This design comes from an exercise in tuning for small area on the open sky130 flow, not from production work. At most, simulation tests tie the RTL to the original design; equivalence was not proved. Only the layout flow was run in run 1; the RTL was not checked for function there. The clock cells of runs 3, 4, 6 and 7 come from the design's own scripts or RTL, not from TritonCTS. The clock port is modelled as an ideal driver, which makes a skipped or thinned clock tree look cheaper than it is; a real chip needs a root buffer or a tree. Power and IR drop assume default switching activity.

### flow/flow/run.sh
#!/bin/bash
# ORFS layout with an area-oriented ABC mapping script, light port buffers
# and a lean clock tree. Each tool's output goes to a log in this folder.
set -euo pipefail
W=$PWD
rm -rf "$W/orfs_scripts"
cp -r "$FLOW_HOME/scripts" "$W/orfs_scripts"
cp "$W/flow/abc_area.script" "$W/orfs_scripts/abc_area.script"
export BUFFER_PORTS_ARGS="-buffer_cell sky130_fd_sc_hd__buf_1"
export CTS_ARGS="-sink_clustering_enable -repair_clock_nets -dont_use_dummy_load -buf_list {sky130_fd_sc_hd__clkbuf_16} -sink_clustering_size 30 -sink_clustering_max_diameter 80"
bash standard.sh SCRIPTS_DIR="$W/orfs_scripts" synth > "$W/synth.log" 2>&1
bash standard.sh SCRIPTS_DIR="$W/orfs_scripts" > "$W/orfs_flow.log" 2>&1
### flow/flow/abc_area.script
strash
&get -n
&fraig -x
&put
scorr
dc2
strash
&get -n
&dch -f
&nf -R 1000
&put
### flow/standard.sh
#!/bin/bash
# synth_recipe.tcl (not shown) runs the flow's synth.tcl, then flattens the netlist and writes it again
# the make line also repeats each setting of config.mk as NAME=value (left out here)
make -C /OpenROAD-flow-scripts/flow DESIGN_CONFIG=/design/flow/config.mk WORK_HOME=/design/flow/orfs CLKGATE_MAP_FILE= SYNTH_SCRIPT=/design/flow/synth_recipe.tcl "${@:-finish}"
### flow/config.mk
export PLATFORM = sky130hd
export DESIGN_NAME = armMulticycle
export DESIGN_NICKNAME = armMulticycle
export VERILOG_FILES = /design/flow/design.v
export SDC_FILE = /design/flow/constraint.sdc
export NUM_CORES = 4
export LEC_CHECK = 0
export ABC_AREA = 1
export CAP_MARGIN = 20
export CORE_MARGIN = 2
export CORE_UTILIZATION = 40
export SLEW_MARGIN = 20
### flow/constraint.sdc
create_clock -name core_clock -period 8.0 [get_ports {clk}]
set_input_delay 1.6000 -clock core_clock [delete_from_list [all_inputs] [get_ports {clk}]]
set_output_delay 1.6000 -clock core_clock [all_outputs]
set_load 0.01 [all_outputs]
### flow/design.v
`default_nettype none
package armPkg;
    localparam int DATA_W = 32;
endpackage
`default_nettype wire
`timescale 1ns/1ns
`default_nettype none
module armMulticycle (
    input  logic        clk,
    input  logic        reset,
    input  logic [31:0] readData,
    output logic [31:0] adr,
    output logic [31:0] writeData,
    output logic        memWrite
);
    logic [4:0] ph;
    logic       first;
    logic       pcz;
    logic       w1;
    logic       ph0, ph31;
    assign ph0  = (ph == 5'd0);
    assign ph31 = (ph == 5'd31);
    logic [31:0] rf [0:14];
    logic [31:0] pcr;
    logic [31:0] adrr;
    logic [31:0] wd;
    logic [31:0] ir;
    logic [31:0] instr;
    logic        irLoad;
    assign irLoad = ~first & ~w1 & ph0;
    assign instr  = irLoad ? readData : ir;
    logic [3:0] cond, cmd, rn, rd, rm, rb;
    logic [1:0] cls;
    logic       isDp, isMem, isBr, immBit, sBit, lBit;
    logic       isAnd, isOrr, isSub, isCmp, isAdd4;
    assign cond   = readData[31:28];
    assign cls    = instr[27:26];
    assign immBit = instr[25];
    assign cmd    = instr[24:21];
    assign sBit   = instr[20];
    assign lBit   = instr[20];
    assign rn     = instr[19:16];
    assign rd     = instr[15:12];
    assign rm     = instr[3:0];
    assign isDp   = (cls == 2'b00);
    assign isMem  = (cls == 2'b01);
    assign isBr   = (cls == 2'b10);
    assign isAnd  = isDp & (cmd == 4'b0000);
    assign isOrr  = isDp & (cmd == 4'b1100);
    assign isCmp  = (cmd == 4'b1010);
    assign isSub  = isDp & ((cmd == 4'b0010) | isCmp);
    assign isAdd4 = (cmd == 4'b0100);
    logic fn, fz, fc, fv;
    logic pass;
    logic passNow;
    logic passReg;
    assign pass = irLoad ? passNow : passReg;
    always_comb begin
        case (cond)
            4'd0:  passNow = fz;
            4'd1:  passNow = ~fz;
            4'd2:  passNow = fc;
            4'd3:  passNow = ~fc;
            4'd4:  passNow = fn;
            4'd5:  passNow = ~fn;
            4'd6:  passNow = fv;
            4'd7:  passNow = ~fv;
            4'd8:  passNow = fc & ~fz;
            4'd9:  passNow = ~fc | fz;
            4'd10: passNow = (fn == fv);
            4'd11: passNow = (fn != fv);
            4'd12: passNow = ~fz & (fn == fv);
            4'd13: passNow = fz | (fn != fv);
            default: passNow = 1'b1;
        endcase
    end
    logic c4, c8;
    logic c4in, c8in;
    logic k4;
    logic pcTap, s4, s8;
    assign pcTap = pcr[0] & ~pcz;
    assign k4    = (ph == 5'd2);
    assign c4in  = ~ph0 & c4;
    assign c8in  = ~ph0 & c8;
    assign s4    = pcTap ^ k4 ^ c4in;
    assign s8    = s4 ^ k4 ^ c8in;
    logic [14:0] tap;
    logic        portA, portB;
    for (genvar g = 0; g < 15; g++) begin : gTap
        assign tap[g] = rf[g][0];
    end
    assign rb    = isMem ? rd : rm;
    assign portA = (isBr | (rn == 4'd15)) ? s8 : tap[rn];
    assign portB = (rb == 4'd15) ? s8 : tap[rb];
    logic       dStream;
    logic       bd1, bd2;
    logic [4:0] j;
    logic       immDp, immMem, immBr, immS;
    assign dStream = ph0 ? readData[0] : wd[0];
    assign immMem  = (ph < 5'd12) & dStream;
    assign immBr   = (ph >= 5'd2) & bd2;
    assign j       = ph + {instr[11:8], 1'b0};
    assign immDp   = (j[4:3] == 2'b00) & instr[j[2:0]];
    always_comb begin
        case (cls)
            2'b00:   immS = immDp;
            2'b01:   immS = immMem;
            default: immS = immBr;
        endcase
    end
    logic opB, bx, cin, cout, sum, res;
    logic cy, zacc;
    assign opB  = (isDp & ~immBit) ? portB : immS;
    assign bx   = opB ^ isSub;
    assign cin  = ph0 ? isSub : cy;
    assign sum  = portA ^ bx ^ cin;
    assign cout = (portA & bx) | (portA & cin) | (bx & cin);
    assign res  = isAnd ? (portA & opB) : (isOrr ? (portA | opB) : sum);
    logic run0;
    logic pcNext, pcIn, adrIn;
    logic we;
    logic wbit;
    assign run0   = ~first & ~w1;
    assign pcNext = (isBr & pass) ? res : s4;
    assign pcIn   = w1 ? pcTap : pcNext;
    assign adrIn  = ~first & (w1 ? pcTap : (isMem ? res : pcNext));
    assign we   = w1 ? (lBit & pass) : (run0 & isDp & pass & ~isCmp);
    assign wbit = w1 ? dStream : res;
    always_ff @(posedge clk) begin
        for (int i = 0; i < 15; i++) begin
            rf[i] <= {(we && rd == i[3:0]) ? wbit : rf[i][0], rf[i][31:1]};
        end
        pcr  <= {pcIn, pcr[31:1]};
        if (ph0) begin
            wd <= {portB, readData[31:1]};
        end else begin
            wd <= {portB, wd[31:1]};
        end
        bd1  <= dStream;
        if (ph < 5'd25 || ph == 5'd31) begin
            bd2 <= bd1;
        end
        ir      <= instr;
        passReg <= pass;
        c4   <= (pcTap & k4) | (pcTap & c4in) | (k4 & c4in);
        c8   <= (s4 & k4) | (s4 & c8in) | (k4 & c8in);
        cy   <= cout;
        zacc <= (~ph0 & zacc) | res;
    end
    logic flagWe;
    assign flagWe = run0 & ph31 & isDp & pass & (sBit | isCmp);
    always_ff @(posedge clk or posedge reset) begin
        if (reset) begin
            ph       <= 5'd31;
            first    <= 1'b1;
            pcz      <= 1'b1;
            adrr     <= 32'd0;
            w1       <= 1'b0;
            memWrite <= 1'b0;
            fn       <= 1'b0;
            fz       <= 1'b0;
            fc       <= 1'b0;
            fv       <= 1'b0;
        end else begin
            ph       <= ph + 5'd1;
            first    <= 1'b0;
            adrr     <= {adrIn, adrr[31:1]};
            memWrite <= run0 & ph31 & isMem & ~lBit & pass;
            if (ph31 && !first) begin
                pcz <= 1'b0;
                w1  <= run0 & isMem;
            end
            if (flagWe) begin
                fn <= res;
                fz <= ~(zacc | res);
                if (isAdd4 | isSub) begin
                    fc <= cout;
                    fv <= cin ^ cout;
                end
            end
        end
    end
    assign adr       = adrr;
    assign writeData = wd;
endmodule
`default_nettype wire
==> results.ini, run 1 <==
[status]
outcome = complete, no violations

[cts]
htree_num_levels = 1
clock_path_buffers = 3
cts_tree = yes
clkTransAtPathRegs_ns = 0.10
post_cts_buffers = 0
clk_latency_ns = 0.57
cts-root-buf = clkbuf_16
ctsHoldBuffers = 0
cts_resized = 0
cts-buffers-inserted = 27
cts_sinks = 624

[grt]
grt_max_degree = 46
grt_pass1_wl_um = 32200
grt_usage_pct = 10.3
grt_pass1_vias = 6153
antenna_found_initial = 0
gr-total-overflow = 0

[die]
fp-row-count = 70
fp.dieW_um = 197
die-area_mm2 = 0.0386
die_y_um = 197
core_mm2 = 0.0365
io_pins = 99
start_util_pct = 40.6

[placement]
hpwl_um = 12700
pre_cts_slack_ns = 1.42
io_buffers = 98
dp.cells = 1474
gp_congestion = 0.801

[routing]
dr.pass1.iters = 4
vias = 6341
post-route-drc-count = 0
drt_iter0_drc = 253
ant_nets = 0
vias_per_cell = 4.22
wirelength_um = 19800
avgRoutedWirePerCell_um = 13.2

[power_and_ir_drop]
ir_drop_mv = 0.199
pwr_density_cell_mw_per_mm2 = 295
leakagePower_nw = 6.69

[sta]
skew_ns = 0.0769
relSlewSlack_pct = 36.0
fin_tns_setup_ns = 0
rsz0062_at_grt = false
final-hold-violation-count = 0
final-setup-viol-count = 0
drv_slew = 0
finalCritPeriodShare_pct = 79.1
worstMarginPinSlew_ns = 0.959
clock.fmax_mhz = 158
min_period_ns = 6.33
worst_slack_ns = 1.67

[critical_path]
cpPeakStageDelay_ns = 0.60
crit_chain = nor3_1, nand3_2, mux2i_1, and2_0, nor2_1, a21oi_1, mux2_1, a21oi_1, o21ai_0, nand2_1, o22ai_1, mux2_1, xor2_1, fa_1, o22ai_1, a21oi_1, o21ai_0, o21ai_0, buf_4, mux2_1
worstSetupPathType = reg -> reg
cp.arrival_ns = 6.75
cp-start-kind = flop
cp_max_fo = 15
slowest_stage = and2_0
crit_required_ns = 8.42
cp-end-kind = flop

[layout]
layout.cells.non_filler = 1501
utilization_pct = 45.1
syn_to_final_growth_pct = 11.2
final_nets = 1079
drive_gt1_share_pct = 4.16
num_antenna_cells = 0

[flow_run]
drv_cap = 0

[synth]
ys_ff_latch = 624
yosysUniqueCellTypes = 40
syn_area_per_cell_um2 = 16.4
syn_area_mm2 = 0.0148
yosysWarnings = 2
synth_cells = 905
yosysSeqAreaShare_pct = 85.9
synth_nets = 949

[min_path]
hp-class = reg -> reg

power by group:
group	leakage (nW)	switching (mW)	total [mW]	internal [mW]
Combinational	1.08	0.121	0.191	0.0704
Clock	0.333	0.834	1.44	0.604
Sequential	5.28	0.0365	3.24	3.20
registers in the layout, indices dropped and copies added (netlist names), 5 cells and up:
name	flops
pcr	32
adrr	32
ph	5
wd	32
rf	480
ir	28
cell usage in the layout, fill, tap and decap left out, drive strengths merged, types with 7 or more instances in the layout:
master    n
dfxtp   578
buf     101
mux2     66
dfrtp    38
clkbuf   27
nand2    27
nor2     26
clkinv   24
o21ai    19
mux2i    18
a21oi    16
nand3    13
xnor2     7
dfstp     7
final timing paths:
| path | start | to | slack, ns | cells after the start |
|---|---|---|---|---|
| setup reg to reg | ph[2] | rf[11][31] | 1.67 | 20 |
| min in group asynchronous | reset | fc | 1.22 | 2 |
| max in group asynchronous | reset | adrr[24] | 6.14 | 2 |
| setup / recovery | ph[2] | rf[11][31] | 1.67 | 20 |
| hold / removal | rf[13][13] | rf[13][12] | 0.24 | 0 |
| hold reg to reg | rf[13][13] | rf[13][12] | 0.24 | 0 |
layer usage:
layer / track usage (%) / vias up / routed length [µm]
met5: 0 / - / 0
met4: 2.97 / 0 / 496
met3: 2.07 / 32 / 952
met2: 15.0 / 138 / 7860
met1: 15.6 / 2973 / 10500
li1: - / 3198 / -
kinds of logic after synthesis:
family          Yosys count  synth area share (%)
compound gates           61                  2.50
xor+xnor                 11                 0.650
fa+ha+maj                10                  1.05
flops                   624                  85.9
buf+inv                  25                 0.633
simple gates             86                  2.57
mux                      87                  6.68
other cells               1                0.0253
stage by stage:
step,power [mW],area [µm²],hold WS [ns]
finish,4.87,16500,0.244
global route,5.07,16500,0.243
CTS,4.94,16500,0.241
detailed placement,3.50,15800,0.312
global placement,3.50,15800,0.310
floorplan,3.42,14800,0.310
synth_stat cells (all sizes together):
library cell | count | share of area, %
dfxtp | 578 | 78
a31oi | 3 | 0.13
o2111ai | 1 | 0.059
o41ai | 1 | 0.059
mux2i | 18 | 1.2
dfrtp | 38 | 6.4
fa | 4 | 0.54
mux4 | 3 | 0.46
o21a | 1 | 0.051
o22a | 1 | 0.059
ha | 6 | 0.51
o21ai | 19 | 0.64
nand4 | 1 | 0.042
edfxtp | 1 | 0.20
conb | 1 | 0.025
clkinv | 25 | 0.63
or2 | 1 | 0.042
o21bai | 1 | 0.051
nor3 | 6 | 0.20
o211ai | 3 | 0.15
a21bo | 1 | 0.068
o31ai | 3 | 0.15
or3 | 1 | 0.042
nand2 | 27 | 0.68
a311oi | 1 | 0.059
and3 | 6 | 0.25
nand2b | 2 | 0.084
xnor2 | 7 | 0.41
a41oi | 1 | 0.059
a311o | 1 | 0.068
a21oi | 16 | 0.54
and2 | 2 | 0.084
a21o | 2 | 0.10
dfstp | 7 | 1.2
nor2 | 26 | 0.66
nand3 | 13 | 0.44
mux2 | 66 | 5.0
xor2 | 4 | 0.24
nor2b | 1 | 0.042
o22ai | 6 | 0.25
critical path: cells and delay by family, from the launching register on:
| kind | cells | cell delay [ns] |
|---|---|---|
| AO/OA/AOI/OAI | 8 | 1.79 |
| XOR/XNOR | 1 | 0.19 |
| adder cells (fa/ha/maj) | 1 | 0.48 |
| buffers and inverters | 1 | 0.21 |
| flip-flops | 1 | 0.41 |
| multiplexers | 4 | 1.46 |
| AND/OR/NAND/NOR | 5 | 1.67 |
final cells by class:
| cell class | count | area (µm²) |
|---|---|---|
| Clock buffer | 27 | 676 |
| Inverter | 25 | 93.8 |
| Multi-Input combinational cell | 256 | 2010 |
| Sequential cell | 624 | 12700 |
| Fill cell | 3222 | 20000 |
| Tap cell | 468 | 586 |
| Timing Repair Buffer | 101 | 390 |
==> run 2, diff against run 1 <==
--- a/flow/design.v
+++ b/flow/design.v
@@ -27,8 +27,9 @@
     logic [31:0] ir;
     logic [31:0] instr;
     logic        irLoad;
-    assign irLoad = ~first & ~w1 & ph0;
-    assign instr  = irLoad ? readData : ir;
+    logic ldI, ldIn, ldW, ldWn;
+    assign irLoad = ldI;
+    assign instr  = ({32{ldI}} & readData) | ({32{ldIn}} & ir);
     logic [3:0] cond, cmd, rn, rd, rm, rb;
     logic [1:0] cls;
     logic       isDp, isMem, isBr, immBit, sBit, lBit;
@@ -131,11 +132,11 @@
             rf[i] <= {(we && rd == i[3:0]) ? wbit : rf[i][0], rf[i][31:1]};
         end
         pcr  <= {pcIn, pcr[31:1]};
-        if (ph0) begin
-            wd <= {portB, readData[31:1]};
-        end else begin
-            wd <= {portB, wd[31:1]};
-        end
+        wd   <= {portB, ({31{ldW}} & readData[31:1]) | ({31{ldWn}} & wd[31:1])};
+        ldI  <= ph31 & ~(run0 & isMem);
+        ldIn <= ~(ph31 & ~(run0 & isMem));
+        ldW  <= ph31;
+        ldWn <= ~ph31;
         bd1  <= dStream;
         if (ph < 5'd25 || ph == 5'd31) begin
             bd2 <= bd1;
==> results.ini, run 2 <==
[synth]
netlist_top_cells_count = dfxtp_1, a22o_1, nand2_1  ; was dfxtp_1, mux2_1, dfrtp_1
yosysMostFrequentCell = dfxtp_1  ; unchanged
netlist.area_leader.share_pct = 78.9  ; was 78.0%
async_flop_share_pct = 7.17  ; was 7.21%
yosysUniqueCellTypes = 43  ; was 40
syn_area_per_cell_um2 = 16.2  ; was 16.4 µm²
synth_nets = 956  ; was 949
ys_ff_latch = 628  ; was 624
synth_edf_count = 1  ; unchanged
yosysSeqAreaShare_pct = 86.8  ; was 85.9%
synth_ff_type = dfxtp_1  ; unchanged
syn_area_mm2 = 0.0148  ; about the same
yosysWarnings = 2  ; unchanged
yosys-top-cells-area = dfxtp_1, dfrtp_1, a22o_1  ; was dfxtp_1, dfrtp_1, mux2_1
synth_cells = 912  ; was 905
synth_top_area_cell = dfxtp_1  ; unchanged

[grt]
gr-total-overflow = 0  ; unchanged
grt_usage_pct = 10.8  ; was 10.3%
grt_pass1_wl_um = 33400  ; was 32200 µm
antenna_found_initial = 0  ; unchanged
grt_max_degree = 46  ; unchanged
grt_pass1_vias = 6252  ; was 6153

[critical_path]
cpPeakStageDelay_ns = 0.55  ; was 0.60 ns
cp.arrival_ns = 6.36  ; was 6.75 ns
critPathLaunch = readData[27]  ; was ph[2]
cp-end-kind = flop  ; unchanged
cp_max_fo = 15  ; unchanged
worstSetupPathType = in -> reg  ; was reg -> reg
slowest_stage = o21ai_0  ; was and2_0
path_delay_family = compound AO/OA/AOI/OAI gates  ; unchanged
r2r-start = ph[0]  ; was ph[2]
worst-path-buf-inv = 3  ; was 1
cp-start-kind = input pin  ; was flop
crit_required_ns = 8.44  ; was 8.42 ns
crit_chain = buf_1, a22oi_1, clkinv_1, nor2_1, buf_4, nand2_1, o21ai_1, mux2_1, a21oi_1, o21ai_0, nand2_1, o22ai_1, o31a_1, xor2_1, fa_1, o32ai_1, a21oi_1, o21ai_0, mux2i_2, mux2_1  ; was nor3_1, nand3_2, mux2i_1, and2_0, nor2_1, a21oi_1, mux2_1, a21oi_1, o21ai_0, nand2_1, o22ai_1, mux2_1, xor2_1, fa_1, o22ai_1, a21oi_1, o21ai_0, o21ai_0, buf_4, mux2_1

[cts]
clkTransAtPathRegs_ns = 0.10  ; about the same
ctsHoldBuffers = 0  ; unchanged
htree_num_levels = 1  ; unchanged
cts-buffers-inserted = 26  ; was 27
post_cts_buffers = 0  ; unchanged
clock_path_buffers = 3  ; unchanged
cts_sinks = 628  ; was 624
clk_latency_ns = 0.55  ; was 0.57 ns
cts-root-buf = clkbuf_16  ; unchanged
cts_tree = yes  ; unchanged
cts_resized = 0  ; unchanged

[placement]
hpwl_um = 13500  ; was 12700 µm
gp_congestion = 0.775  ; was 0.801
io_buffers = 98  ; unchanged

[routing]
drt_iter0_drc = 253  ; unchanged
dr.pass1.iters = 4  ; unchanged
post-route-drc-count = 0  ; unchanged
vias_per_cell = 4.35  ; was 4.22
avgRoutedWirePerCell_um = 13.8  ; was 13.2 µm
vias = 6569  ; was 6341
wirelength_um = 20900  ; was 19800 µm
ant_nets = 0  ; unchanged

[status]
outcome = complete, no violations  ; unchanged

[layout]
layout_commonest_cell = dfxtp_1  ; unchanged
final_cell_mix = dfxtp_1, buf_1, a22o_1  ; was dfxtp_1, buf_1, mux2_1
largest_register_ffs = 480  ; unchanged
fill_cells = 3248  ; was 3222
syn_to_final_growth_pct = 11.1  ; was 11.2%
num_antenna_cells = 0  ; unchanged
largest_register = rf  ; unchanged
final_nets = 1087  ; was 1079
drive_gt1_share_pct = 4.13  ; was 4.16%

[power_and_ir_drop]
leakagePower_nw = 6.67  ; was 6.69 nW
pwr_density_cell_mw_per_mm2 = 287  ; was 295 mW/mm²
power_mw = 4.72  ; was 4.87 mW
ir_drop_mv = 0.151  ; was 0.199 mV

[sta]
fin_tns_setup_ns = 0  ; unchanged
relSlewSlack_pct = 36.5  ; was 36.0%
clock.fmax_mhz = 169  ; was 158 MHz
drv_slew = 0  ; unchanged
worstMarginPinSlew_ns = 0.952  ; was 0.959 ns
whs_ns = 0.291  ; was 0.244 ns
finalCritPeriodShare_pct = 73.9  ; was 79.1%
rsz0062_at_grt = false  ; unchanged
final-setup-viol-count = 0  ; unchanged
final-hold-violation-count = 0  ; unchanged
skew_ns = 0.0330  ; was 0.0769 ns
min_period_ns = 5.91  ; was 6.33 ns

[min_path]
hp-start = rf[0][16]  ; was rf[13][13]
hp-class = reg -> reg  ; unchanged

[die]
die_y_um = 196  ; was 197 µm
fp-row-count = 70  ; unchanged
start_util_pct = 40.4  ; was 40.6%
io_pins = 99  ; unchanged
die-area_mm2 = 0.0385  ; was 0.0386 mm²
fp.dieW_um = 196  ; was 197 µm
core_mm2 = 0.0365  ; unchanged

[flow_run]
drv_cap = 0  ; unchanged

==> run 2: cell count changes in the layout (fill, tap and decap cells not counted), sizes merged, moves of 4 or more <==
cell	previous run	this run
mux2	66	19
a22o	0	46
a22oi	0	13
mux2i	18	6
nand2	27	39
nor2	26	17
a21oi	16	24
nand3	13	6
clkinv	24	30
o21ai	19	14
and3	6	2
dfxtp	578	582
nor3	6	10
==> run 2: path summary, 6_finish.rpt <==
kind	depth (start not counted)	slack (ns)	endpoint
max in group asynchronous	2	6.15	fn
worst max register to register	19	2.53	rf[4][31]
worst min register to register	0	0.29	rf[0][15]
min in group asynchronous	2	1.22	adrr[22]
worst min-delay path	0	0.29	rf[0][15]
worst max-delay path	20	2.09	rf[4][31]
==> run 2: cells by family after synthesis <==
family                     after synthesis  share of synthesized area, %
muxes                                   28                          2.31
buffers and inverters                   31                         0.788
xor gates and xnor gates                10                         0.686
DFF                                    628                          86.8
other                                    1                        0.0254
adders and majority gates               10                          1.05
and+or+nand+nor                         86                          2.58
AOI/OAI and AO/OA                      118                          5.78
==> run 2: worst register-to-register path: cells and delay by family, from the launching register on <==
| family | cells | cell delay, ns |
|---|---|---|
| and+or+nand+nor | 3 | 0.38 |
| xor gates and xnor gates | 1 | 0.22 |
| muxes | 2 | 0.78 |
| DFF | 1 | 0.58 |
| AOI/OAI and AO/OA | 8 | 1.49 |
| adders and majority gates | 4 | 1.75 |
| buffers and inverters | 1 | 0.18 |
==> run 2: routing by layer <==
| layer | share of wire (%) | vias to the layer above | global-route usage (%) |
|---|---|---|---|
| met2 | 41 | 146 | 16.2 |
| li1 | - | 3271 | - |
| met3 | 4.9 | 27 | 2.05 |
| met1 | 52 | 3125 | 16.2 |
| met5 | 0 | - | 0 |
| met4 | 2.0 | 0 | 2.78 |
==> run 2: through the flow <==
step	setup slack (ns)	instance area (µm²)	util, %	instances
global placement	1.25	15800	43.1	1483
CTS	1.95	16400	44.9	1509
global route	1.65	16400	44.9	1509
floorplan	2.04	14800	-	912
detailed placement	1.38	15800	43.1	1483
finish	2.09	16400	44.9	1509
==> run 2: area by class of cell <==
| class | instances | area (µm²) | share of cell area [%] |
|---|---|---|---|
| inverter | 31 | 116 | 0.709 |
| clock buffer | 26 | 651 | 3.96 |
| multi-input combinational | 253 | 1840 | 11.2 |
| sequential | 628 | 12800 | 78.1 |
| timing repair buffer | 103 | 405 | 2.47 |
| tap | 468 | 586 | 3.57 |
==> run 2: power breakdown <==
part,total [mW],leakage (nW),internal [mW],switching (mW)
clock,1.42,0.320,0.584,0.833
sequential,3.19,5.32,3.17,0.0182
combinational,0.116,1.03,0.0434,0.0729
total,4.72,6.67,3.79,0.924
==> run 3, diff against run 2 <==
==> flow/flow/run.sh (replaced) <==
#!/bin/bash
# ORFS layout with an area-oriented ABC mapping script, light port buffers
# and a two-level clock tree of its own (flow/cts.tcl in place of ORFS's
# cts.tcl). Each tool's output goes to a log in this folder.
set -euo pipefail
W=$PWD
rm -rf "$W/orfs_scripts"
cp -r "$FLOW_HOME/scripts" "$W/orfs_scripts"
cp "$W/flow/abc_area.script" "$W/orfs_scripts/abc_area.script"
cp "$W/flow/cts.tcl" "$W/orfs_scripts/cts.tcl"
export BUFFER_PORTS_ARGS="-buffer_cell sky130_fd_sc_hd__buf_1"
bash standard.sh SCRIPTS_DIR="$W/orfs_scripts" synth > "$W/synth.log" 2>&1
bash standard.sh SCRIPTS_DIR="$W/orfs_scripts" > "$W/orfs_flow.log" 2>&1
==> flow/flow/cts.tcl (new file) <==
# Clock tree stage: a two-level tree built directly instead of TritonCTS.
# The flip-flops are split into compact groups of at most CTS_GROUP_SIZE
# (columns by x, then rows by y); each group gets one leaf clock buffer at
# its centre, and one root buffer drives all the leaves from the clock port.
# Then the usual post-CTS legalisation and timing repair.
utl::set_metrics_stage "cts__{}"
source $::env(SCRIPTS_DIR)/load.tcl
erase_non_stage_variables cts
load_design 3_place.odb 3_place.sdc
source_step_tcl PRE CTS

set_dont_use $::env(DONT_USE_CELLS)

set group_size 33
if { [info exists ::env(CTS_GROUP_SIZE)] } {
  set group_size $::env(CTS_GROUP_SIZE)
}
set buf_name sky130_fd_sc_hd__clkbuf_16

set db [ord::get_db]
set block [ord::get_db_block]
set master [$db findMaster $buf_name]
set clk_port [lindex [$block getBTerms] 0]
foreach bt [$block getBTerms] {
  if { [$bt getName] == "clk" } { set clk_port $bt }
}
set clk_net [$clk_port getNet]

# Sinks: every clock pin on the clock net
set sinks {}
foreach it [$clk_net getITerms] {
  set inst [$it getInst]
  set bb [$inst getBBox]
  set x [expr { ([$bb xMin] + [$bb xMax]) / 2 }]
  set y [expr { ([$bb yMin] + [$bb yMax]) / 2 }]
  lappend sinks [list $x $y $it]
}
set n [llength $sinks]
set k [expr { ($n + $group_size - 1) / $group_size }]
set cols [expr { int(sqrt($k) + 0.5) }]
if { $cols < 1 } { set cols 1 }
puts "Clock tree: $n sinks, $k groups in $cols columns"

# Groups per column, as even as possible
set per_col {}
for { set c 0 } { $c < $cols } { incr c } {
  lappend per_col [expr { $k / $cols + ($c < $k % $cols ? 1 : 0) }]
}

set by_x [lsort -integer -index 0 $sinks]
set groups {}
set start 0
for { set c 0 } { $c < $cols } { incr c } {
  set kc [lindex $per_col $c]
  # sinks in this column, proportional to its number of groups
  if { $c == $cols - 1 } {
    set cnt [expr { $n - $start }]
  } else {
    set cnt [expr { ($n * $kc + $k - 1) / $k }]
    if { $start + $cnt > $n } { set cnt [expr { $n - $start }] }
  }
  set col [lsort -integer -index 1 [lrange $by_x $start [expr { $start + $cnt - 1 }]]]
  set start [expr { $start + $cnt }]
  set s 0
  for { set g 0 } { $g < $kc } { incr g } {
    set m [expr { ($cnt - $s) / ($kc - $g) + (($cnt - $s) % ($kc - $g) ? 1 : 0) }]
    lappend groups [lrange $col $s [expr { $s + $m - 1 }]]
    set s [expr { $s + $m }]
  }
}

# Root buffer at the centre of the sinks, driven by the clock port
set sx 0
set sy 0
foreach s $sinks {
  set sx [expr { $sx + [lindex $s 0] }]
  set sy [expr { $sy + [lindex $s 1] }]
}
set root [odb::dbInst_create $block [$db findMaster sky130_fd_sc_hd__clkbuf_8] "clkbuf_root"]
$root setLocation [expr { $sx / $n }] [expr { $sy / $n }]
$root setPlacementStatus PLACED
set root_net [odb::dbNet_create $block "clknet_root"]
$root_net setSigType CLOCK
[$root findITerm A] connect $clk_net
[$root findITerm X] connect $root_net

set i 0
foreach grp $groups {
  if { [llength $grp] == 0 } { continue }
  set gx 0
  set gy 0
  foreach s $grp {
    set gx [expr { $gx + [lindex $s 0] }]
    set gy [expr { $gy + [lindex $s 1] }]
  }
  set gn [llength $grp]
  set leaf [odb::dbInst_create $block $master "clkbuf_leaf_$i"]
  $leaf setLocation [expr { $gx / $gn }] [expr { $gy / $gn }]
  $leaf setPlacementStatus PLACED
  set leaf_net [odb::dbNet_create $block "clknet_leaf_$i"]
  $leaf_net setSigType CLOCK
  [$leaf findITerm A] connect $root_net
  [$leaf findITerm X] connect $leaf_net
  foreach s $grp {
    set it [lindex $s 2]
    $it disconnect
    $it connect $leaf_net
  }
  incr i
}
puts "Clock tree: $i leaf buffers"

set_propagated_clock [all_clocks]

set_placement_padding -global \
  -left $::env(CELL_PAD_IN_SITES_DETAIL_PLACEMENT) \
  -right $::env(CELL_PAD_IN_SITES_DETAIL_PLACEMENT)
detailed_placement
estimate_parasitics -placement

repair_timing_helper
detailed_placement
check_placement -verbose

report_metrics 4 "cts final"

source_step_tcl POST CTS

orfs_write_db $::env(RESULTS_DIR)/4_1_cts.odb
orfs_write_sdc $::env(RESULTS_DIR)/4_cts.sdc
==> results.ini, run 3 <==
[sta]
worst_slack_ns = 2.25  ; was 2.09 ns
worstMarginPinSlew_ns = 0.952  ; about the same
finalCritPeriodShare_pct = 71.9  ; was 73.9%
clock.fmax_mhz = 174  ; was 169 MHz
drv_slew = 0  ; unchanged
relSlewSlack_pct = 36.4  ; was 36.5%
rsz0062_at_grt = false  ; unchanged
final-setup-viol-count = 0  ; unchanged
final-hold-violation-count = 0  ; unchanged
fin_tns_setup_ns = 0  ; unchanged
min_period_ns = 5.75  ; was 5.91 ns
skew_ns = 0.0212  ; was 0.0330 ns

[cts]
clkTransAtPathRegs_ns = 0.12  ; was 0.10 ns
ctsHoldBuffers = 0  ; unchanged
post_cts_buffers = 0  ; unchanged
cts_resized = 0  ; unchanged
clk_latency_ns = 0.71  ; was 0.55 ns

[routing]
vias = 6479  ; was 6569
avgRoutedWirePerCell_um = 13.8  ; about the same
vias_per_cell = 4.31  ; was 4.35
drt_iter0_drc = 216  ; was 253
dr.pass1.iters = 4  ; unchanged
ant_nets = 0  ; unchanged
post-route-drc-count = 0  ; unchanged
wirelength_um = 20800  ; was 20900 µm

[synth]
yosysMostFrequentCell = dfxtp_1  ; unchanged
syn_area_mm2 = 0.0148  ; unchanged
synth_top_area_cell = dfxtp_1  ; unchanged
async_flop_share_pct = 7.17  ; unchanged
synth_ff_type = dfxtp_1  ; unchanged
yosysWarnings = 2  ; unchanged
ys_ff_latch = 628  ; unchanged
netlist_top_cells_count = dfxtp_1, a22o_1, nand2_1  ; unchanged
netlist.area_leader.share_pct = 78.9  ; unchanged
synth_cells = 912  ; unchanged
syn_area_per_cell_um2 = 16.2  ; unchanged
synth_nets = 956  ; unchanged
yosysSeqAreaShare_pct = 86.8  ; unchanged
yosys-top-cells-area = dfxtp_1, dfrtp_1, a22o_1  ; unchanged
synth_edf_count = 1  ; unchanged
yosysUniqueCellTypes = 43  ; unchanged

[power_and_ir_drop]
ir_drop_mv = 0.157  ; was 0.151 mV
pwr_density_cell_mw_per_mm2 = 281  ; was 287 mW/mm²
leakagePower_nw = 6.61  ; was 6.67 nW
power_mw = 4.57  ; was 4.72 mW

[critical_path]
rrSetupSlack_ns = 2.48  ; was 2.53 ns
cp-start-kind = input pin  ; unchanged
r2r_end = rf[11][31]  ; was rf[4][31]
crit_required_ns = 8.59  ; was 8.44 ns
critical_path_depth = 20  ; unchanged
ff2ff_path_depth = 19  ; unchanged
worstSetupPathType = in -> reg  ; unchanged
worst-path-buf-inv = 3  ; unchanged
cp_max_fo = 15  ; unchanged
cp.arrival_ns = 6.34  ; was 6.36 ns
r2r-start = ph[0]  ; unchanged
cpPeakStageDelay_ns = 0.55  ; about the same
crit_chain = buf_1, a22oi_1, clkinv_1, nor2_1, buf_4, nand2_1, o21ai_1, mux2_1, a21oi_1, o21ai_0, nand2_1, o22ai_1, o31a_1, xor2_1, fa_1, o32ai_1, a21oi_1, o21ai_0, mux2i_2, mux2_1  ; unchanged
critPathLaunch = readData[27]  ; unchanged
path_delay_family = compound AO/OA/AOI/OAI gates  ; unchanged
slowest_stage = o21ai_0  ; unchanged
cp-end-kind = flop  ; unchanged
critPathCapture = rf[11][31]  ; was rf[4][31]

[layout]
final_nets = 1082  ; was 1087
largest_register_ffs = 480  ; unchanged
num_antenna_cells = 0  ; unchanged
drive_gt1_share_pct = 3.67  ; was 4.13%
fill_cells = 3273  ; was 3248
largest_register = rf  ; unchanged
layout_commonest_cell = dfxtp_1  ; unchanged
final_cell_mix = dfxtp_1, buf_1, a22o_1  ; unchanged
syn_to_final_growth_pct = 10.2  ; was 11.1%

[grt]
grt_pass1_wl_um = 32900  ; was 33400 µm
grt_pass1_vias = 6133  ; was 6252
grt_usage_pct = 10.4  ; was 10.8%
gr-total-overflow = 0  ; unchanged
grt_max_degree = 46  ; unchanged
antenna_found_initial = 0  ; unchanged

[status]
outcome = complete, no violations  ; unchanged

[die]
fp.dieW_um = 196  ; unchanged
fp-row-count = 70  ; unchanged
die_y_um = 196  ; unchanged
core_mm2 = 0.0365  ; unchanged
die-area_mm2 = 0.0385  ; unchanged
io_pins = 99  ; unchanged
start_util_pct = 40.4  ; unchanged

[placement]
hpwl_um = 13500  ; unchanged
pre_cts_slack_ns = 1.38  ; unchanged
gp_congestion = 0.775  ; unchanged
io_buffers = 98  ; unchanged

[flow_run]
drv_cap = 0  ; unchanged

[min_path]
hp-class = reg -> reg  ; unchanged
hold_path_depth = 0  ; unchanged

## run 3: per-stage QoR
stage	instances	instance area [µm²]	hold WS (ns)	utilization, %
finish	1504	16300	0.324	44.6
floorplan	912	14800	0.310	-
global placement	1483	15800	0.310	43.1
CTS	1504	16300	0.330	44.6
detailed placement	1483	15800	0.312	43.1
global route	1504	16300	0.338	44.6
## run 3: area by class of cell
class                           instances  area, µm²  area share [%]
Buffer                                 21        514            3.16
Tap cell                              468        586            3.60
Inverter                               31        116           0.715
Multi-Input combinational cell        253       1840            11.3
Sequential cell                       628      12800            78.7
Timing Repair Buffer                  103        405            2.49
## run 3: how the worst min path moves through the flow
stage,start,endpoint,slack [ns]
final,rf[11][4],rf[11][3],0.32
after global routing,rf[7][2],rf[7][1],0.34
after CTS,rf[2][1],rf[2][0],0.33
after detailed placement,rf[10][31],rf[10][30],0.31
after global placement,rf[9][11],rf[9][10],0.31
after floorplan,pcr[1],pcr[0],0.31
## run 3: power breakdown
| group | internal (mW) | switching, mW |
|---|---|---|
| sequential | 3.17 | 0.0182 |
| combinational | 0.0434 | 0.0729 |
| clock | 0.453 | 0.816 |
## run 3: layer usage
metal	part of all wire, %	up-vias	routed length, µm	track usage [%]
met2	41	136	8480	15.9
met3	4.5	29	929	1.08
met1	52	3058	10900	16.0
li1	-	3256	-	-
met5	0	-	0	0
met4	2.3	0	478	2.16
## run 3: kinds of logic after synthesis
family | count (synthesis) | share of synthesized area [%]
multiplexers | 28 | 2.31
buffers and inverters | 31 | 0.788
adder cells (fa/ha/maj) | 10 | 1.05
other | 1 | 0.0254
AO/OA/AOI/OAI | 118 | 5.78
flip-flops | 628 | 86.8
AND/OR/NAND/NOR | 86 | 2.58
XOR/XNOR | 10 | 0.686
==> run 4, diff against run 3 <==
--- a/flow/flow/cts.tcl
+++ b/flow/flow/cts.tcl
@@ -11,7 +11,7 @@
 
 set_dont_use $::env(DONT_USE_CELLS)
 
-set group_size 33
+set group_size 31
 if { [info exists ::env(CTS_GROUP_SIZE)] } {
   set group_size $::env(CTS_GROUP_SIZE)
 }
@@ -76,7 +76,7 @@
   set sx [expr { $sx + [lindex $s 0] }]
   set sy [expr { $sy + [lindex $s 1] }]
 }
-set root [odb::dbInst_create $block [$db findMaster sky130_fd_sc_hd__clkbuf_8] "clkbuf_root"]
+set root [odb::dbInst_create $block $master "clkbuf_root"]
 $root setLocation [expr { $sx / $n }] [expr { $sy / $n }]
 $root setPlacementStatus PLACED
 set root_net [odb::dbNet_create $block "clknet_root"]
==> results.ini, run 4 <==
[status]
outcome = complete, no violations  ; unchanged

[min_path]
hp-class = reg -> reg  ; unchanged
hold_path_depth = 0  ; unchanged

[synth]
yosysUniqueCellTypes = 43  ; unchanged
async_flop_share_pct = 7.17  ; unchanged
netlist.area_leader.share_pct = 78.9  ; unchanged
syn_area_mm2 = 0.0148  ; unchanged
yosysWarnings = 2  ; unchanged
synth_edf_count = 1  ; unchanged
yosysSeqAreaShare_pct = 86.8  ; unchanged
synth_cells = 912  ; unchanged
yosysMostFrequentCell = dfxtp_1  ; unchanged
netlist_top_cells_count = dfxtp_1, a22o_1, nand2_1  ; unchanged
yosys-top-cells-area = dfxtp_1, dfrtp_1, a22o_1  ; unchanged
synth_nets = 956  ; unchanged
synth_top_area_cell = dfxtp_1  ; unchanged
ys_ff_latch = 628  ; unchanged
syn_area_per_cell_um2 = 16.2  ; unchanged
synth_ff_type = dfxtp_1  ; unchanged

[sta]
clock.fmax_mhz = 168  ; was 174 MHz
worstMarginPinSlew_ns = 0.942  ; was 0.952 ns
relSlewSlack_pct = 37.1  ; was 36.4%
finalCritPeriodShare_pct = 74.2  ; was 71.9%
whs_ns = 0.323  ; was 0.324 ns
fin_tns_setup_ns = 0  ; unchanged
min_period_ns = 5.94  ; was 5.75 ns
final-hold-violation-count = 0  ; unchanged
final-setup-viol-count = 0  ; unchanged
drv_slew = 0  ; unchanged
rsz0062_at_grt = false  ; unchanged
skew_ns = 0.0127  ; was 0.0212 ns

[power_and_ir_drop]
power_mw = 4.60  ; was 4.57 mW
pwr_density_cell_mw_per_mm2 = 282  ; was 281 mW/mm²
leakagePower_nw = 6.62  ; was 6.61 nW
ir_drop_mv = 0.142  ; was 0.157 mV

[routing]
avgRoutedWirePerCell_um = 13.8  ; about the same
ant_nets = 0  ; unchanged
dr.pass1.iters = 4  ; unchanged
wirelength_um = 20700  ; was 20800 µm
vias = 6537  ; was 6479
drt_iter0_drc = 378  ; was 216
post-route-drc-count = 0  ; unchanged
vias_per_cell = 4.34  ; was 4.31

[critical_path]
worstSetupPathType = in -> reg  ; unchanged
critPathLaunch = readData[27]  ; unchanged
ff2ff_path_depth = 19  ; unchanged
cp-end-kind = flop  ; unchanged
crit_required_ns = 8.44  ; was 8.59 ns
critPathCapture = rf[4][31]  ; was rf[11][31]
cp_max_fo = 15  ; unchanged
r2r-start = ph[0]  ; unchanged
rrSetupSlack_ns = 2.47  ; was 2.48 ns
r2r_end = rf[4][31]  ; was rf[11][31]
cp-start-kind = input pin  ; unchanged
cp.arrival_ns = 6.38  ; was 6.34 ns

[grt]
grt_pass1_wl_um = 33100  ; was 32900 µm
grt_pass1_vias = 6170  ; was 6133
grt_usage_pct = 10.5  ; was 10.4%
antenna_found_initial = 0  ; unchanged
gr-total-overflow = 0  ; unchanged
grt_max_degree = 46  ; unchanged

[die]
start_util_pct = 40.4  ; unchanged
fp.dieW_um = 196  ; unchanged
fp-row-count = 70  ; unchanged
die_y_um = 196  ; unchanged
die-area_mm2 = 0.0385  ; unchanged
io_pins = 99  ; unchanged
core_mm2 = 0.0365  ; unchanged

[layout]
drive_gt1_share_pct = 3.76  ; was 3.67%
largest_register_ffs = 480  ; unchanged
syn_to_final_growth_pct = 10.5  ; was 10.2%
final_cell_mix = dfxtp_1, buf_1, a22o_1  ; unchanged
num_antenna_cells = 0  ; unchanged
largest_register = rf  ; unchanged
utilization_pct = 44.7  ; was 44.6%
final_nets = 1083  ; was 1082
layout_commonest_cell = dfxtp_1  ; unchanged

[cts]
cts_resized = 0  ; unchanged
ctsHoldBuffers = 0  ; unchanged
clkTransAtPathRegs_ns = 0.12  ; about the same
post_cts_buffers = 0  ; unchanged
clk_latency_ns = 0.55  ; was 0.71 ns

[placement]
io_buffers = 98  ; unchanged
hpwl_um = 13500  ; unchanged
gp_congestion = 0.775  ; unchanged

[flow_run]
drv_cap = 0  ; unchanged

[run 4: cell counts after synthesis]
Identical to the previous run, type by type.
[run 4: kinds of logic (layout without fill, tap and decap cells)]
logic type               Yosys count  after routing  share of synthesized area [%]
adder cells (fa/ha/maj)           10             10                           1.05
multiplexers                      28             28                           2.31
other                              1              1                         0.0254
buffers and inverters             31            156                          0.788
XOR/XNOR                          10             10                          0.686
AND/OR/NAND/NOR                   86             86                           2.58
AO/OA/AOI/OAI                    118            118                           5.78
flip-flops                       628            628                           86.8
[run 4: layer usage]
layer | up-vias | wire [µm] | global-route usage, %
met1 | 3110 | 10700 | 16.1
met5 | - | 0 | 0
met3 | 30 | 1000 | 1.20
li1 | 3259 | - | -
met4 | 0 | 414 | 1.88
met2 | 138 | 8610 | 16.1
[run 4: area by class of cell]
cell class | count | area [µm²]
fill | 3264 | 20200
sequential | 628 | 12800
multi-input combinational | 253 | 1840
tap | 468 | 586
buffer | 22 | 551
timing repair buffer | 103 | 405
inverter | 31 | 116
[run 4: critical path, stage by stage]
cell and delay [ns]:
buf_1 0.08, a22oi_1 0.27, clkinv_1 0.18, nor2_1 0.13, buf_4 0.20, nand2_1 0.07, o21ai_1 0.47, mux2_1 0.39
a21oi_1 0.14, o21ai_0 0.09, nand2_1 0.09, o22ai_1 0.10, o31a_1 0.34, xor2_1 0.22, fa_1 0.45, o32ai_1 0.16
a21oi_1 0.07, o21ai_0 0.55, mux2i_2 0.38, mux2_1 0.40
[run 4: how the worst min path moves through the flow]
stage                       to  slack (ns)       start
finish              rf[14][28]        0.32  rf[14][29]
global route        rf[14][28]        0.33  rf[14][29]
CTS                 rf[14][28]        0.33  rf[14][29]
floorplan               pcr[0]        0.31      pcr[1]
detailed placement  rf[10][30]        0.31  rf[10][31]
global placement     rf[9][10]        0.31   rf[9][11]
[run 4: through the flow]
stage          cells  area, µm²  setup slack, ns
2_1_floorplan    912      14800             2.04
3_3_place_gp    1483      15800             1.25
3_5_place_dp    1483      15800             1.38
4_1_cts         1505      16300             1.97
5_1_grt         1505      16300             1.66
6_report        1505      16300             2.06
[run 4: report_power, final]
part / switching, mW / internal (mW)
clock: 0.806 / 0.489
combinational: 0.0729 / 0.0434
sequential: 0.0181 / 3.17
total: 0.897 / 3.70
==> run 5, diff against run 4 <==
--- a/flow/design.v
+++ b/flow/design.v
@@ -15,13 +15,11 @@
 );
     logic [4:0] ph;
     logic       first;
-    logic       pcz;
     logic       w1;
     logic       ph0, ph31;
     assign ph0  = (ph == 5'd0);
     assign ph31 = (ph == 5'd31);
     logic [31:0] rf [0:14];
-    logic [31:0] pcr;
     logic [31:0] adrr;
     logic [31:0] wd;
     logic [31:0] ir;
@@ -32,7 +30,7 @@
     assign instr  = ({32{ldI}} & readData) | ({32{ldIn}} & ir);
     logic [3:0] cond, cmd, rn, rd, rm, rb;
     logic [1:0] cls;
-    logic       isDp, isMem, isBr, immBit, sBit, lBit;
+    logic       isDp, isMem, isBr, immBit, sBit, lBit, rd15;
     logic       isAnd, isOrr, isSub, isCmp, isAdd4;
     assign cond   = readData[31:28];
     assign cls    = instr[27:26];
@@ -43,6 +41,7 @@
     assign rn     = instr[19:16];
     assign rd     = instr[15:12];
     assign rm     = instr[3:0];
+    assign rd15   = (rd == 4'd15);
     assign isDp   = (cls == 2'b00);
     assign isMem  = (cls == 2'b01);
     assign isBr   = (cls == 2'b10);
@@ -78,13 +77,14 @@
     logic c4, c8;
     logic c4in, c8in;
     logic k4;
-    logic pcTap, s4, s8;
-    assign pcTap = pcr[0] & ~pcz;
+    logic pcTap, s4, s8, m4;
+    assign pcTap = adrr[0];
     assign k4    = (ph == 5'd2);
     assign c4in  = ~ph0 & c4;
     assign c8in  = ~ph0 & c8;
     assign s4    = pcTap ^ k4 ^ c4in;
     assign s8    = s4 ^ k4 ^ c8in;
+    assign m4    = wd[0] ^ k4 ^ c8in;
     logic [14:0] tap;
     logic        portA, portB;
     for (genvar g = 0; g < 15; g++) begin : gTap
@@ -118,35 +118,49 @@
     assign cout = (portA & bx) | (portA & cin) | (bx & cin);
     assign res  = isAnd ? (portA & opB) : (isOrr ? (portA | opB) : sum);
     logic run0;
-    logic pcNext, pcIn, adrIn;
+    logic doW1;
+    logic pcNext, adrIn;
     logic we;
     logic wbit;
     assign run0   = ~first & ~w1;
+    assign doW1   = pass & ~(lBit & rd15);
     assign pcNext = (isBr & pass) ? res : s4;
-    assign pcIn   = w1 ? pcTap : pcNext;
-    assign adrIn  = ~first & (w1 ? pcTap : (isMem ? res : pcNext));
-    assign we   = w1 ? (lBit & pass) : (run0 & isDp & pass & ~isCmp);
-    assign wbit = w1 ? dStream : res;
+    always_comb begin
+        if (first) begin
+            adrIn = 1'b0;
+        end else if (w1) begin
+            adrIn = (~lBit & rd15) ? m4 : portB;
+        end else if (isMem & doW1) begin
+            adrIn = res;
+        end else begin
+            adrIn = pcNext;
+        end
+    end
+    assign we   = w1 ? 1'b1 : (run0 & pass & (isDp ? ~isCmp : isMem));
+    assign wbit = w1 ? (lBit ? dStream : wd[0]) : (isMem ? s4 : res);
     always_ff @(posedge clk) begin
         for (int i = 0; i < 15; i++) begin
             rf[i] <= {(we && rd == i[3:0]) ? wbit : rf[i][0], rf[i][31:1]};
         end
-        pcr  <= {pcIn, pcr[31:1]};
-        wd   <= {portB, ({31{ldW}} & readData[31:1]) | ({31{ldWn}} & wd[31:1])};
-        ldI  <= ph31 & ~(run0 & isMem);
-        ldIn <= ~(ph31 & ~(run0 & isMem));
-        ldW  <= ph31;
-        ldWn <= ~ph31;
-        bd1  <= dStream;
+        wd      <= {portB, ({31{ldW}} & readData[31:1]) | ({31{ldWn}} & wd[31:1])};
+        ldI     <= ph31 & ~(run0 & isMem & doW1);
+        ldIn    <= ~(ph31 & ~(run0 & isMem & doW1));
+        ldW     <= ph31 & ~(run0 & isMem & ~lBit & pass);
+        ldWn    <= ~(ph31 & ~(run0 & isMem & ~lBit & pass));
+        ir      <= instr;
+        passReg <= pass;
+        bd1     <= dStream;
         if (ph < 5'd25 || ph == 5'd31) begin
             bd2 <= bd1;
         end
-        ir      <= instr;
-        passReg <= pass;
-        c4   <= (pcTap & k4) | (pcTap & c4in) | (k4 & c4in);
-        c8   <= (s4 & k4) | (s4 & c8in) | (k4 & c8in);
-        cy   <= cout;
-        zacc <= (~ph0 & zacc) | res;
+        c4      <= (pcTap & k4) | (pcTap & c4in) | (k4 & c4in);
+        if (w1) begin
+            c8 <= ~wd[0] & (k4 | c8in);
+        end else begin
+            c8 <= (s4 & k4) | (s4 & c8in) | (k4 & c8in);
+        end
+        cy      <= cout;
+        zacc    <= (~ph0 & zacc) | res;
     end
     logic flagWe;
     assign flagWe = run0 & ph31 & isDp & pass & (sBit | isCmp);
@@ -154,7 +168,6 @@
         if (reset) begin
             ph       <= 5'd31;
             first    <= 1'b1;
-            pcz      <= 1'b1;
             adrr     <= 32'd0;
             w1       <= 1'b0;
             memWrite <= 1'b0;
@@ -168,8 +181,7 @@
             adrr     <= {adrIn, adrr[31:1]};
             memWrite <= run0 & ph31 & isMem & ~lBit & pass;
             if (ph31 && !first) begin
-                pcz <= 1'b0;
-                w1  <= run0 & isMem;
+                w1 <= run0 & isMem & doW1;
             end
             if (flagWe) begin
                 fn <= res;
--- a/flow/flow/cts.tcl
+++ b/flow/flow/cts.tcl
@@ -11,7 +11,7 @@
 
 set_dont_use $::env(DONT_USE_CELLS)
 
-set group_size 31
+set group_size 36
 if { [info exists ::env(CTS_GROUP_SIZE)] } {
   set group_size $::env(CTS_GROUP_SIZE)
 }
@@ -76,7 +76,7 @@
   set sx [expr { $sx + [lindex $s 0] }]
   set sy [expr { $sy + [lindex $s 1] }]
 }
-set root [odb::dbInst_create $block $master "clkbuf_root"]
+set root [odb::dbInst_create $block [$db findMaster sky130_fd_sc_hd__clkbuf_8] "clkbuf_root"]
 $root setLocation [expr { $sx / $n }] [expr { $sy / $n }]
 $root setPlacementStatus PLACED
 set root_net [odb::dbNet_create $block "clknet_root"]
--- a/flow/config.mk
+++ b/flow/config.mk
@@ -8,5 +8,6 @@
 export ABC_AREA = 1
 export CAP_MARGIN = 20
 export CORE_MARGIN = 2
-export CORE_UTILIZATION = 40
+export CORE_UTILIZATION = 85
+export PLACE_DENSITY = 0.9
 export SLEW_MARGIN = 20
==> results.ini, run 5 <==
[status]
outcome = aborted with a tool error  ; was complete, no violations
failed_stage = detailed placement
error = [ERROR DPL-0033] detailed placement checks failed during check placement.

[die]
fp.dieW_um = 133  ; was 196 µm
io_pins = 99  ; unchanged
die_y_um = 133  ; was 196 µm
fp-row-count = 47  ; was 70
start_util_pct = 86.1  ; was 40.4%

[synth]
netlist.area_leader.share_pct = 77.6  ; was 78.9%
syn_area_per_cell_um2 = 15.7  ; was 16.2 µm²
yosysMostFrequentCell = dfxtp_1  ; unchanged
yosysSeqAreaShare_pct = 85.7  ; was 86.8%
synth_nets = 946  ; was 956
async_flop_share_pct = 7.39  ; was 7.17%
yosys-top-cells-area = dfxtp_1, dfrtp_1, a22o_1  ; unchanged
netlist_top_cells_count = dfxtp_1, a22o_1, nand2_1  ; unchanged
synth_top_area_cell = dfxtp_1  ; unchanged
yosysUniqueCellTypes = 47  ; was 43
synth_cells = 902  ; was 912
synth_edf_count = 1  ; unchanged
synth_ff_type = dfxtp_1  ; unchanged
syn_area_mm2 = 0.0142  ; was 0.0148 mm²
yosysWarnings = 2  ; unchanged
ys_ff_latch = 595  ; was 628

[placement]
io_buffers = 98  ; unchanged
gp_congestion = 0.847  ; was 0.775
hpwl_um = 25100  ; was 13500 µm

run 5: worst min-delay path by stage:
stage                      start        to  slack [ns]
after global placement  rf[8][7]  rf[8][6]        0.31
after floorplan         rf[0][1]  rf[0][0]        0.31
run 5: logic make-up after synthesis:
kind of cell | synth area share, %
adder cells (fa/ha/maj) | 1.09
buffers and inverters | 0.900
XOR/XNOR | 0.847
AND/OR/NAND/NOR | 3.03
flip-flops | 85.7
other | 0.0264
multiplexers | 1.82
AO/OA/AOI/OAI | 6.62
run 5: per-stage QoR:
step | hold slack (ns) | setup WS (ns) | instances
after floorplan | 0.310 | 2.32 | 902
after global placement | 0.310 | 1.61 | 1222
run 5: power groups by stage:
stage / Sequential [mW] / Clock, mW / Combinational (mW)
after global placement: 3.11 / 0 / 0.139
after floorplan: 3.12 / 0 / 0.0774
==> run 6, diff against run 5 <==
--- a/flow/config.mk
+++ b/flow/config.mk
@@ -8,6 +8,6 @@
 export ABC_AREA = 1
 export CAP_MARGIN = 20
 export CORE_MARGIN = 2
-export CORE_UTILIZATION = 85
-export PLACE_DENSITY = 0.9
+export CORE_UTILIZATION = 75
+export PLACE_DENSITY = 0.85
 export SLEW_MARGIN = 20
==> results.ini, run 6 <==
[placement]
gp_congestion = 0.887  ; was 0.847
placed_area_mm2 = 0.0149
io_buffers = 98  ; unchanged
hpwl_um = 14900  ; was 25100 µm

[routing]
vias_per_cell = 5.45
post-route-drc-count = 0
wirelength_um = 24600
dr.pass1.iters = 5
ant_nets = 0
avgRoutedWirePerCell_um = 19.6
vias = 6835
drt_iter0_drc = 505

[synth]
netlist.area_leader.share_pct = 77.6  ; unchanged
async_flop_share_pct = 7.39  ; unchanged
yosysWarnings = 2  ; unchanged
synth_top_area_cell = dfxtp_1  ; unchanged
synth_edf_count = 1  ; unchanged
synth_ff_type = dfxtp_1  ; unchanged
yosysUniqueCellTypes = 47  ; unchanged
yosysSeqAreaShare_pct = 85.7  ; unchanged
ys_ff_latch = 595  ; unchanged
syn_area_mm2 = 0.0142  ; unchanged
netlist_top_cells_count = dfxtp_1, a22o_1, nand2_1  ; unchanged
synth_cells = 902  ; unchanged
yosysMostFrequentCell = dfxtp_1  ; unchanged
syn_area_per_cell_um2 = 15.7  ; unchanged
yosys-top-cells-area = dfxtp_1, dfrtp_1, a22o_1  ; unchanged
synth_nets = 946  ; unchanged

[die]
fp-row-count = 50  ; was 47
start_util_pct = 76.1  ; was 86.1%
die_y_um = 142  ; was 133 µm
core_mm2 = 0.0186
io_pins = 99  ; unchanged
fp.dieW_um = 142  ; was 133 µm
die-area_mm2 = 0.0200

[cts]
clk_latency_ns = 0.65
post_cts_buffers = 0
ctsHoldBuffers = 0
clkTransAtPathRegs_ns = 0.12
cts_resized = 0

[sta]
worstMarginPinSlew_ns = 0.750
clock.fmax_mhz = 159
rsz0062_at_grt = false
relSlewSlack_pct = 49.7
fin_tns_setup_ns = 0
final-hold-violation-count = 0
min_period_ns = 6.29
final-setup-viol-count = 0
skew_ns = 0.0135
finalCritPeriodShare_pct = 78.6
drv_slew = 0

[layout]
largest_register_ffs = 480
reg_top3 = rf (480), adrr (32), wd (32)
largest_register = rf
final_nets = 1066
drive_gt1_share_pct = 3.04
layout_commonest_cell = dfxtp_1
final_cell_mix = dfxtp_1, buf_1, a22o_1
syn_to_final_growth_pct = 7.90
stdcell_area_mm2 = 0.0153

[grt]
grt_max_degree = 36
grt_usage_pct = 24.1
grt_pass1_wl_um = 37700
gr-total-overflow = 0
grt_pass1_vias = 6868
antenna_found_initial = 2

[power_and_ir_drop]
power_mw = 4.36
ir_drop_mv = 0.221
pwr_density_cell_mw_per_mm2 = 285
leakagePower_nw = 6.32

[critical_path]
crit_required_ns = 8.53
worstSetupPathType = in -> reg
r2r-start = ldI
cp.arrival_ns = 6.82
cp-start-kind = input pin
cp-end-kind = flop
cp_max_fo = 15
critPathLaunch = readData[27]

[status]
outcome = complete, no violations  ; was aborted with a tool error

[min_path]
hp-start = rf[11][1]
hp-class = reg -> reg

[flow_run]
drv_cap = 0

run 6: cell families (layout without fill, tap and decap cells):
family                   after synthesis  in the layout  synth area share (%)
buffers and inverters                 33            151                 0.900
other                                  1              2                0.0264
AND/OR/NAND/NOR                       99             99                  3.03
AO/OA/AOI/OAI                        131            131                  6.62
XOR/XNOR                              12             12                 0.847
adder cells (fa/ha/maj)               10             10                  1.09
multiplexers                          21             21                  1.82
flip-flops                           595            595                  85.7
run 6: worst max-delay path: stages:
cell and delay (ns):
buf_1 0.09, a22oi_1 0.33, clkinv_1 0.20, nor2_1 0.50, nor2_1 0.13, a21oi_1 0.51
nor2_1 0.11, nor3_1 0.22, nor3_1 0.08, a31oi_1 0.16, mux2_1 0.15, a41oi_1 0.06
o31ai_1 0.38, xnor2_1 0.20, fa_1 0.44, o32ai_1 0.15, a21oi_1 0.08, o21ai_0 0.30
clkinv_1 0.16, o21ai_0 0.19, nand2_1 0.32, mux2_1 0.44
run 6: power breakdown:
group	internal [mW]	switching [mW]	leakage (nW)	total, mW
registers	3.02	0.0266	5.05	3.05
logic	0.0549	0.0956	1.06	0.151
clock network	0.391	0.768	0.217	1.16
run 6: path summary, 6_finish.rpt:
| path | endpoint | slack, ns | cells after the start |
|---|---|---|---|
| max | rf[8][31] | 1.71 | 22 |
| min | rf[11][0] | 0.33 | 0 |
| max reg2reg | rf[8][31] | 2.16 | 22 |
| min reg2reg | rf[11][0] | 0.33 | 0 |
| max in group asynchronous | adrr[2] | 6.34 | 3 |
| min in group asynchronous | fc | 0.94 | 2 |
run 6: cell type report:
class / count / area [µm²]
buffer: 18 / 439
timing repair buffer: 101 / 390
sequential: 595 / 12200
tap: 234 / 293
antenna: 1 / 2.50
inverter: 32 / 120
fill: 862 / 3340
multi-input combinational: 274 / 1910
run 6: metrics by stage:
step	util [%]	worst slack [ns]	hold slack, ns	instances
floorplan	-	2.32	0.310	902
global placement	79.7	1.66	0.310	1236
detailed placement	79.7	1.32	0.312	1236
CTS	82.1	1.84	0.329	1254
global route	82.1	1.27	0.331	1254
finish	82.1	1.71	0.330	1255
run 6: layer usage:
layer / track usage, % / vias to the layer above / wire length, µm
met1: 32.8 / 3246 / 10500
met4: 6.47 / 2 / 799
met3: 2.36 / 83 / 1360
met2: 42.2 / 283 / 11900
met5: 0 / - / 11
li1: - / 3221 / -
==> run 7, diff against run 6 <==
--- a/flow/config.mk
+++ b/flow/config.mk
@@ -8,6 +8,6 @@
 export ABC_AREA = 1
 export CAP_MARGIN = 20
 export CORE_MARGIN = 2
-export CORE_UTILIZATION = 75
-export PLACE_DENSITY = 0.85
+export CORE_UTILIZATION = 70
+export PLACE_DENSITY = 0.8
 export SLEW_MARGIN = 20
==> results.ini, run 7 <==
[sta]
final-hold-violation-count = 0  ; unchanged
rsz0062_at_grt = false  ; unchanged
relSlewSlack_pct = 59.5  ; was 49.7%
worstMarginPinSlew_ns = 0.608  ; was 0.750 ns
worst_slack_ns = 1.88  ; was 1.71 ns
finalCritPeriodShare_pct = 76.5  ; was 78.6%
drv_slew = 0  ; unchanged
min_period_ns = 6.12  ; was 6.29 ns
fin_tns_setup_ns = 0  ; unchanged
clock.fmax_mhz = 163  ; was 159 MHz
skew_ns = 0.0138  ; was 0.0135 ns
final-setup-viol-count = 0  ; unchanged

[synth]
synth_cells = 902  ; unchanged
netlist_top_cells_count = dfxtp_1, a22o_1, nand2_1  ; unchanged
yosysMostFrequentCell = dfxtp_1  ; unchanged
syn_area_per_cell_um2 = 15.7  ; unchanged
yosysWarnings = 2  ; unchanged
yosysSeqAreaShare_pct = 85.7  ; unchanged
ys_ff_latch = 595  ; unchanged
yosys-top-cells-area = dfxtp_1, dfrtp_1, a22o_1  ; unchanged
netlist.area_leader.share_pct = 77.6  ; unchanged
async_flop_share_pct = 7.39  ; unchanged
synth_top_area_cell = dfxtp_1  ; unchanged
synth_nets = 946  ; unchanged
syn_area_mm2 = 0.0142  ; unchanged
yosysUniqueCellTypes = 47  ; unchanged
synth_edf_count = 1  ; unchanged
synth_ff_type = dfxtp_1  ; unchanged

[routing]
dr.pass1.iters = 4  ; was 5
avgRoutedWirePerCell_um = 17.1  ; was 19.6 µm
vias = 6542  ; was 6835
vias_per_cell = 5.07  ; was 5.45
ant_nets = 0  ; unchanged
drt_iter0_drc = 353  ; was 505
wirelength_um = 22100  ; was 24600 µm
post-route-drc-count = 0  ; unchanged

[grt]
gr-total-overflow = 0  ; unchanged
antenna_found_initial = 0  ; was 2
grt_pass1_vias = 6567  ; was 6868
grt_max_degree = 45  ; was 36
use_met1_pct = 29.2  ; was 32.8%
grt_pass1_wl_um = 35100  ; was 37700 µm
met3_usage_pct = 2.09  ; was 2.36%
grt.busiest_layer = met2  ; unchanged
grt_usage_pct = 20.5  ; was 24.1%
grtUsageMet2_pct = 35.1  ; was 42.2%

[flow_run]
drv_cap = 0  ; unchanged

[critical_path]
cp.arrival_ns = 6.66  ; was 6.82 ns
cpPeakStageDelay_ns = 0.48  ; was 0.51 ns
slowest_stage = a21oi_1  ; unchanged
worstSetupPathType = in -> reg  ; unchanged
crit_required_ns = 8.53  ; about the same
cp_max_fo = 15  ; unchanged
worst-path-buf-inv = 3  ; unchanged
rrSetupSlack_ns = 2.35  ; was 2.16 ns
r2r-start = ldI  ; unchanged
cp-start-kind = input pin  ; unchanged
crit_chain = buf_1, a22oi_1, clkinv_1, nor2_1, nor2_1, a21oi_1, nor2_1, nor3_1, nor3_1, a31oi_1, mux2_1, a41oi_1, o31ai_1, xnor2_1, fa_1, o32ai_1, a21oi_1, o21ai_0, clkinv_1, o21ai_0, nand2_1, mux2_1  ; unchanged
path_common_cell = nor2_1  ; unchanged
critPathLaunch = readData[27]  ; unchanged
path_delay_family = compound AO/OA/AOI/OAI gates  ; unchanged
cp-end-kind = flop  ; unchanged

[die]
start_util_pct = 70.8  ; was 76.1%
fp.dieW_um = 146  ; was 142 µm
die-area_mm2 = 0.0214  ; was 0.0200 mm²
core_mm2 = 0.0200  ; was 0.0186 mm²
fp-row-count = 52  ; was 50
die_y_um = 146  ; was 142 µm
io_pins = 99  ; unchanged

[power_and_ir_drop]
ir_drop_mv = 0.198  ; was 0.221 mV
leakagePower_nw = 6.32  ; unchanged
pwr_density_cell_mw_per_mm2 = 283  ; was 285 mW/mm²

[layout]
largest_register_ffs = 480  ; unchanged
largest_register = rf  ; unchanged
reg_top3 = rf (480), adrr (32), wd (32)  ; unchanged
layout_commonest_cell = dfxtp_1  ; unchanged
utilization_pct = 76.6  ; was 82.1%
final_cell_mix = dfxtp_1, buf_1, a22o_1  ; unchanged
final_nets = 1066  ; unchanged
syn_to_final_growth_pct = 8.20  ; was 7.90%
num_antenna_cells = 0  ; was 1
drive_gt1_share_pct = 3.04  ; unchanged

[placement]
hpwl_um = 14100  ; was 14900 µm
io_buffers = 98  ; unchanged
gp_congestion = 0.835  ; was 0.887
pre_cts_slack_ns = 1.31  ; was 1.32 ns

[cts]
clk_latency_ns = 0.65  ; about the same
post_cts_buffers = 0  ; unchanged
ctsHoldBuffers = 0  ; unchanged
clkTransAtPathRegs_ns = 0.12  ; about the same
cts_resized = 0  ; unchanged

[min_path]
hp-class = reg -> reg  ; unchanged
hp-start = rf[4][23]  ; was rf[11][1]

[status]
outcome = complete, no violations  ; unchanged

## run 7: per-stage QoR
step | power [mW] | hold slack [ns] | instances | instance area (µm²)
floorplan | 3.20 | 0.310 | 902 | 14200
global placement | 3.25 | 0.310 | 1272 | 14900
detailed placement | 3.26 | 0.312 | 1272 | 14900
CTS | 4.37 | 0.335 | 1290 | 15300
global route | 4.48 | 0.340 | 1290 | 15300
finish | 4.34 | 0.336 | 1290 | 15300
## run 7: where the power goes
group / internal, mW / switching (mW) / total (mW)
logic: 0.0549 / 0.0887 / 0.144
clock network: 0.390 / 0.761 / 1.15
registers: 3.02 / 0.0256 / 3.05
## run 7: final cells by class
cell class,instances,area [µm²]
flip-flops and latches,595,12200
fillers,1201,4690
multi-input cells,274,1910
plain buffers,18,439
repair buffers,101,390
well taps,270,338
inverters,32,120
## run 7: worst reg2reg max path, stage by stage, from the launching register on
cell and delay, ns:
dfxtp_1 0.32, buf_4 0.22, a22oi_1 0.37, clkinv_1 0.19
nor2_1 0.46, nor2_1 0.11, a21oi_1 0.48, nor2_1 0.09
nor3_1 0.19, nor3_1 0.07, a31oi_1 0.16, mux2_1 0.15
a41oi_1 0.06, o31ai_1 0.38, xnor2_1 0.19, fa_1 0.44
o32ai_1 0.15, a21oi_1 0.08, o21ai_0 0.28, clkinv_1 0.17
o21ai_0 0.19, nand2_1 0.32, mux2_1 0.45
## run 7: cells by family (layout without fill, tap and decap cells)
group	Yosys count	after routing	share of synthesized area (%)
adder cells (fa/ha/maj)	10	10	1.09
multiplexers	21	21	1.82
other	1	1	0.0264
AO/OA/AOI/OAI	131	131	6.62
flip-flops	595	595	85.7
XOR/XNOR	12	12	0.847
AND/OR/NAND/NOR	99	99	3.03
buffers and inverters	33	151	0.900
## run 7: final timing paths
kind | end | cells after the start
min in group asynchronous | adrr[0] | 3
max in group asynchronous | ph[2] | 3
worst min-delay path | rf[4][22] | 0
worst min register to register | rf[4][22] | 0
worst max register to register | rf[4][31] | 22
worst max-delay path | rf[4][31] | 22
## run 7: metal layers
layer | routed length (µm) | vias to the layer above
met1 | 10100 | 3125
met2 | 10600 | 155
met4 | 547 | 0
met3 | 902 | 39
met5 | 0 | -
li1 | - | 3223

==> static timing again, ports no longer ideal <==
How much do the figures lean on ideal ports? The routed layouts below were timed once more, with nothing changed but the port constraints. Step 1: set_driving_cell puts a clkbuf_16 on clk and a buf_2 on each other input, an assumption about the parent block. Step 2 moves the port delays by t, midway between the first and last clock arrival at a register: inputs arrive t later, outputs are due t later. That takes back most of the time a late clock gives input paths. Slacks: ideal / step 1 / step 2; pairs: ideal / step 1.
run | t, ns | slack for setup (ns) | clock arrival spread, ns
run 1 | 0.575 | 1.669 / 1.669 / 1.366 | 0.077 / 0.078
run 2 | 0.583 | 2.087 / 2.106 / 1.522 | 0.041 / 0.041
run 3 | 0.743 | 2.251 / 2.271 / 1.528 | 0.021 / 0.022
run 4 | 0.588 | 2.064 / 2.083 / 1.495 | 0.018 / 0.018
run 6 | 0.676 | 1.712 / 1.725 / 1.049 | 0.016 / 0.016
run 7 | 0.680 | 1.877 / 1.893 / 1.212 | 0.015 / 0.015
After both steps setup and hold are still met in every run listed. For run 3, which loses most, drivers alone change the setup slack by +0.020 ns; drivers and shift together by -0.723 ns.
